Context: an optimization exercise on an open-source flow, tuned for small area, a short achievable clock period and few clock cycles per item. The choices shown serve that exercise and are no tape-out recipe.
Only simulation tests tie the RTL to the original design; equivalence was not proved.
No activity file was given, so power comes from the tool's default toggle rates. The flow treats the clock pin as an ideal source, which a real chip does not have.

==> flow/design.v (excerpt) <==
module upscale2x_top (
    input  logic        i_clk,
    input  logic        i_rst_n,
    input  logic        i_cfg_we,
    input  logic [0:0]  i_cfg_idx,
    input  logic [10:0] i_cfg_data,
    input  logic        i_pix_valid,
    output logic        o_pix_ready,
    input  logic [7:0]  i_pix_data,
    output logic        o_res_valid,
    input  logic        i_res_ready,
    output logic [10:0] o_res_row,
    output logic [10:0] o_res_col,
    output logic [7:0]  o_res_pixel,
    output logic        o_res_run_last,
    output logic        o_res_frame_end
);
    image_upscale_2x_averaging #(
        .MAX_WIDTH  (256),
        .MAX_HEIGHT (1024),
        .PIXEL_BITS (8)
    ) u_core (
        .i_clk           (i_clk),
        .i_rst_n         (i_rst_n),
        .i_cfg_we        (i_cfg_we),
        .i_cfg_idx       (i_cfg_idx),
        .i_cfg_data      (i_cfg_data),
        .i_pix_valid     (i_pix_valid),
        .o_pix_ready     (o_pix_ready),
        .i_pix_data      (i_pix_data),
        .o_res_valid     (o_res_valid),
  ...
Size: about 3600 cells after synthesis, ~59 I/O pins, roughly 57000 um2 of cells after synthesis.
clock: 6.0 ns
lec_check: 0
cap_margin: 20
core_margin: 2
core_utilization: 65
cts_buf_list: sky130_fd_sc_hd__clkbuf_16
cts_cluster_diameter: 60
cts_cluster_size: 25
place_density: 0.75
setup_slack_margin: 3.7
slew_margin: 20
standard.sh (not shown) runs the stock make flow with config.mk's settings and CLKGATE_MAP_FILE= SYNTH_SCRIPT=/design/flow/synth_recipe.tcl, a recipe that flattens the netlist after the stock synthesis.
==> flow/flow/run.sh <==
#!/bin/bash
# The standard layout, with clock tree synthesis told not to add dummy loads
export CTS_ARGS="-sink_clustering_enable -repair_clock_nets -sink_clustering_size 30 -sink_clustering_max_diameter 70 -buf_list sky130_fd_sc_hd__clkbuf_16 -dont_use_dummy_load"
bash standard.sh > standard.log 2>&1
Testbench counts at the start, summed over its fixed seeds: cycles 177,538, items 176,616.
Change:
==> flow/run.sh (new file) <==
#!/bin/bash
# synth_recipe.tcl (not shown) runs the flow's synth.tcl, then flattens the netlist and writes it again
# the make line also repeats each setting of config.mk as NAME=value (left out here)
make -C /OpenROAD-flow-scripts/flow DESIGN_CONFIG=/design/flow/config.mk WORK_HOME=/design/flow/orfs CLKGATE_MAP_FILE= SYNTH_SCRIPT=/design/flow/synth_recipe.tcl finish
removed: flow/flow/run.sh
removed: flow/standard.sh
Effect: Worst setup slack degrades by 0.041 ns. Combinational power falls by about 2%. Total power grows by 6.6%. Core utilization increases by 1.4 points. Via count grows by 1.8%. Global-route usage rose by 0.60 points. Clock power goes up by 27%. Clock skew went down by 0.041 ns. Non-clock buffer count is lower by 1. Design area grows by 1.9%.
Change:
==> flow/flow/run.sh (new file) <==
#!/bin/bash
# The standard layout, with clock tree synthesis told not to add dummy loads
export CTS_ARGS="-sink_clustering_enable -repair_clock_nets -sink_clustering_size 25 -sink_clustering_max_diameter 60 -buf_list sky130_fd_sc_hd__clkbuf_16 -dont_use_dummy_load"
bash standard.sh > standard.log 2>&1
==> flow/standard.sh (new file) <==
#!/bin/bash
# synth_recipe.tcl (not shown) runs the flow's synth.tcl, then flattens the netlist and writes it again
# the make line also repeats each setting of config.mk as NAME=value (left out here)
make -C /OpenROAD-flow-scripts/flow DESIGN_CONFIG=/design/flow/config.mk WORK_HOME=/design/flow/orfs CLKGATE_MAP_FILE= SYNTH_SCRIPT=/design/flow/synth_recipe.tcl "${@:-finish}"
- CORE_UTILIZATION: 65 -> 75
- PLACE_DENSITY: 0.75 -> 0.85
removed: flow/run.sh
Effect: Area after synthesis is unchanged; final area drops by 0.80%; clock skew climbs by 0.073 ns; cell count drops by 3.8%; setup slack gains 0.0075 ns.
Change:
==> flow/flow/run.sh (replaced) <==
#!/bin/bash
# The standard layout, with clock tree synthesis told not to add dummy loads
export CTS_ARGS="-sink_clustering_enable -repair_clock_nets -sink_clustering_size 30 -sink_clustering_max_diameter 70 -buf_list sky130_fd_sc_hd__clkbuf_16 -dont_use_dummy_load"
bash standard.sh > standard.log 2>&1
- CORE_UTILIZATION: 75 -> 65
- PLACE_DENSITY: 0.85 -> 0.75
- SETUP_SLACK_MARGIN: 3.7 -> 3.6
Non-clock buffer count went down by 34.
Worst setup slack gains 0.031 ns.
Sequential share of layout area grows by 1.4 points.
Synthesized area is unchanged.
Power is lower by 5.1%.

========
job 9536:
upscale2x_top again, from the RTL that the note above started with.
Settings: LEC_CHECK=0, CAP_MARGIN=20, CORE_MARGIN=2, CORE_UTILIZATION=65, CTS_BUF_LIST=sky130_fd_sc_hd__clkbuf_16, CTS_CLUSTER_DIAMETER=60, CTS_CLUSTER_SIZE=25, PLACE_DENSITY=0.75, SETUP_SLACK_MARGIN=3.4, SLEW_MARGIN=20; clock period 6.0 ns.
run.sh (not shown) runs the stock make flow with config.mk's settings and CLKGATE_MAP_FILE= SYNTH_SCRIPT=/design/flow/synth_recipe.tcl, a recipe that flattens the netlist after the stock synthesis.
Stock flow here: none of the scripts above is used.
Job 9536 finished all stages; the layout is clean.
Testbench counts of job 9536, summed over its fixed seeds: cycles 177,538, items 176,616.
[inputs] job 5068 vs job 9536
==> flow/flow/run.sh (new file) <==
#!/bin/bash
# The standard layout, with clock tree synthesis told not to add dummy loads
export CTS_ARGS="-sink_clustering_enable -repair_clock_nets -sink_clustering_size 30 -sink_clustering_max_diameter 70 -buf_list sky130_fd_sc_hd__clkbuf_16 -dont_use_dummy_load"
bash standard.sh MATCH_CELL_FOOTPRINT=0 finish > standard.log 2>&1
==> flow/standard.sh (new file) <==
#!/bin/bash
# synth_recipe.tcl (not shown) runs the flow's synth.tcl, then flattens the netlist and writes it again
# the make line also repeats each setting of config.mk as NAME=value (left out here)
make -C /OpenROAD-flow-scripts/flow DESIGN_CONFIG=/design/flow/config.mk WORK_HOME=/design/flow/orfs CLKGATE_MAP_FILE= SYNTH_SCRIPT=/design/flow/synth_recipe.tcl "${@:-finish}"
-- flow/config.mk --
<<< job 9536, line 10
export CORE_UTILIZATION = 65
export CTS_BUF_LIST = sky130_fd_sc_hd__clkbuf_16
export CTS_CLUSTER_DIAMETER = 60
export CTS_CLUSTER_SIZE = 25
export PLACE_DENSITY = 0.75
export SETUP_SLACK_MARGIN = 3.4
export SLEW_MARGIN = 20
>>> job 5068, line 10
export CORE_UTILIZATION = 65
export CTS_BUF_LIST = sky130_fd_sc_hd__clkbuf_16
export CTS_CLUSTER_DIAMETER = 70
export CTS_CLUSTER_SIZE = 30
export PLACE_DENSITY = 0.75
export SETUP_SLACK_MARGIN = 3.7
export SLEW_MARGIN = 20
removed: flow/run.sh
No stage failed in job 5068, and the final checks on the layout all came back clean.
Job 5068: multi-input gate share of total cell area is 0.65 points higher than what job 9536 reported.
Compared with job 9536, job 5068 shows met3 wire length higher by about 11%.
Job 9536 has higher instance count on the critical path than job 5068.
Job 9536 -> job 5068: via-per-instance ratio decreased slightly
Across both runs, overall power was lower for job 5068 than for job 9536.
Diff job 5068..job 9536 | number of failing setup endpoints in the final timing report | unchanged
What job 5350 does differently from job 5068 at the input level:
==> flow/flow/run.sh <==
#!/bin/bash
# The standard layout, with clock tree synthesis told not to add dummy loads
export CTS_ARGS="-sink_clustering_enable -repair_clock_nets -sink_clustering_size 30 -sink_clustering_max_diameter 70 -buf_list sky130_fd_sc_hd__clkbuf_16 -dont_use_dummy_load"
bash standard.sh > standard.log 2>&1
[summary]
On job 5350: non-clock buffer instance count of the final layout is 1.4% lower than what job 5068 gave. From job 5068 to job 5350 the numbers moved as follows: number of standard cells after synthesis about even; cell count after placement saw little to no change; combinational group share of total power roughly the same; total track usage comparable. Share of the clock period used by the worst path essentially unchanged between job 5068 and job 5350. Job 5350 ended up with a higher maximum number of pins on one net before global-route repair than job 5068 did. Route | job 5350 vs job 5068 | wire longer in job 5350. Job 5350 against job 5068: worst setup skew after layout held; first-pass GRT wire length held.
Input-level comparison between job 4180 and job 5350:
==> flow/config.mk <==
export PLATFORM = sky130hd
export DESIGN_NAME = upscale2x_top
export DESIGN_NICKNAME = upscale2x_top
export VERILOG_FILES = /design/flow/design.v
export SDC_FILE = /design/flow/constraint.sdc
export NUM_CORES = 4
export LEC_CHECK = 0
export CAP_MARGIN = 20
export CORE_MARGIN = 2
export CORE_UTILIZATION = 60
export CTS_BUF_LIST = sky130_fd_sc_hd__clkbuf_16
export CTS_CLUSTER_DIAMETER = 70
export CTS_CLUSTER_SIZE = 30
export PLACE_DENSITY = 0.7
export SETUP_SLACK_MARGIN = 3.7
export SLEW_MARGIN = 20
--- outcome ---
Job 4180 completed every stage of the flow, and the final layout passed the timing, DRC and antenna checks.
Job 5350 finished all stages; the layout is clean.
There was hardly any difference in via count between job 5350 and job 4180.
Setup slack at placement (job 4180 over job 5350): increase, 0.011 ns
Total power of job 4180 is on par with job 5350.

========
Setup of run A:
upscale2x_top again, from the RTL that the note above started with.
// upscale2x_top
module upscale2x_top (
    input  logic        i_clk,
    input  logic        i_rst_n,
    input  logic        i_cfg_we,
    input  logic [0:0]  i_cfg_idx,
    input  logic [10:0] i_cfg_data,
    input  logic        i_pix_valid,
    output logic        o_pix_ready,
    input  logic [7:0]  i_pix_data,
    output logic        o_res_valid,
    input  logic        i_res_ready,
    output logic [10:0] o_res_row,
    output logic [10:0] o_res_col,
    output logic [7:0]  o_res_pixel,
    output logic        o_res_run_last,
    output logic        o_res_frame_end
);
Settings: LEC_CHECK=0, CAP_MARGIN=20, CORE_MARGIN=2, CORE_UTILIZATION=65, CTS_BUF_LIST=sky130_fd_sc_hd__clkbuf_16, CTS_CLUSTER_DIAMETER=60, CTS_CLUSTER_SIZE=25, PLACE_DENSITY=0.75, SETUP_SLACK_MARGIN=4.0, SLEW_MARGIN=20; clock period 6.0 ns.
Stock flow here: none of the scripts above is used.
Run A | stages: all done | timing, DRC, antenna: all pass
Testbench counts of run A, summed over its fixed seeds: cycles 177,538, items 176,616.
[inputs] run B vs run A
Settings: SETUP_SLACK_MARGIN changed from 4.0 to 3.7.
==> flow/flow/run.sh (new file) <==
#!/bin/bash
# The standard layout, with clock tree synthesis told not to add dummy loads
export CTS_ARGS="-sink_clustering_enable -repair_clock_nets -sink_clustering_size 25 -sink_clustering_max_diameter 60 -buf_list sky130_fd_sc_hd__clkbuf_16 -dont_use_dummy_load"
bash standard.sh > standard.log 2>&1
==> flow/standard.sh (new file) <==
#!/bin/bash
# synth_recipe.tcl (not shown) runs the flow's synth.tcl, then flattens the netlist and writes it again
# the make line also repeats each setting of config.mk as NAME=value (left out here)
make -C /OpenROAD-flow-scripts/flow DESIGN_CONFIG=/design/flow/config.mk WORK_HOME=/design/flow/orfs CLKGATE_MAP_FILE= SYNTH_SCRIPT=/design/flow/synth_recipe.tcl "${@:-finish}"
removed: flow/run.sh
Results
Relative to run A, peak per-stage delay on the critical path has decreased by 20 ps in run B.
Wire length shrinks by more than 10% when moving from run A to run B.
In the metrics for run B and run A, the one carrying the higher combinational power share is run A.
Number of global-route vias before repair, run B vs run A: down by more than 10%
Run B: sequential share of layout area higher than run A
Compared to run A, run B has layout overhead on the synthesized area 6.1 points lower.

## re-timing with driven ports
The flow's constraints put no driver on any port. The routed layouts listed below were extracted and timed again, unchanged, in two steps. Step 1 (the two cells are an assumption about what drives the block):
set clk [get_ports {i_clk}]
set_driving_cell -lib_cell sky130_fd_sc_hd__clkbuf_16 $clk
set_driving_cell -lib_cell sky130_fd_sc_hd__buf_2 [delete_from_list [all_inputs] $clk]
Step 2 adds t to the input delays and takes it off the output delays; t is the mean of the earliest and latest rising clock arrival at the registers after step 1. Input paths then give back, and output paths get back, about the clock's delay inside the block. Three values: no drivers, after step 1, after step 2; two values: the first two.
run	t, ns	slack for setup (ns)	worst setup path at the end	worst register clock-pin slew, ns
the first run of note 1	0.703	3.608 / 3.546 / 2.994	input to register	0.11 / 0.11
the second run of note 1	0.749	3.568 / 3.504 / 2.983	input to register	0.10 / 0.10
the third run of note 1	0.737	3.575 / 3.504 / 2.878	input to register	0.10 / 0.10
the fourth run of note 1	0.705	3.607 / 3.544 / 2.941	input to register	0.11 / 0.11
job 9536	0.764	3.439 / 3.386 / 2.745	input to register	0.10 / 0.10
job 5068	0.703	3.603 / 3.540 / 2.939	input to register	0.11 / 0.11
job 5350	0.703	3.608 / 3.546 / 2.994	input to register	0.11 / 0.11
job 4180	0.717	3.600 / 3.534 / 2.980	input to register	0.11 / 0.11
run A	0.774	3.521 / 3.450 / 2.984	input to register	0.10 / 0.10
run B	0.713	3.617 / 3.555 / 2.982	input to register	0.10 / 0.10
After both steps every run listed still meets setup and hold. For the third run of note 1, which loses most, drivers alone change the setup slack by -0.071 ns; drivers and shift together by -0.697 ns.
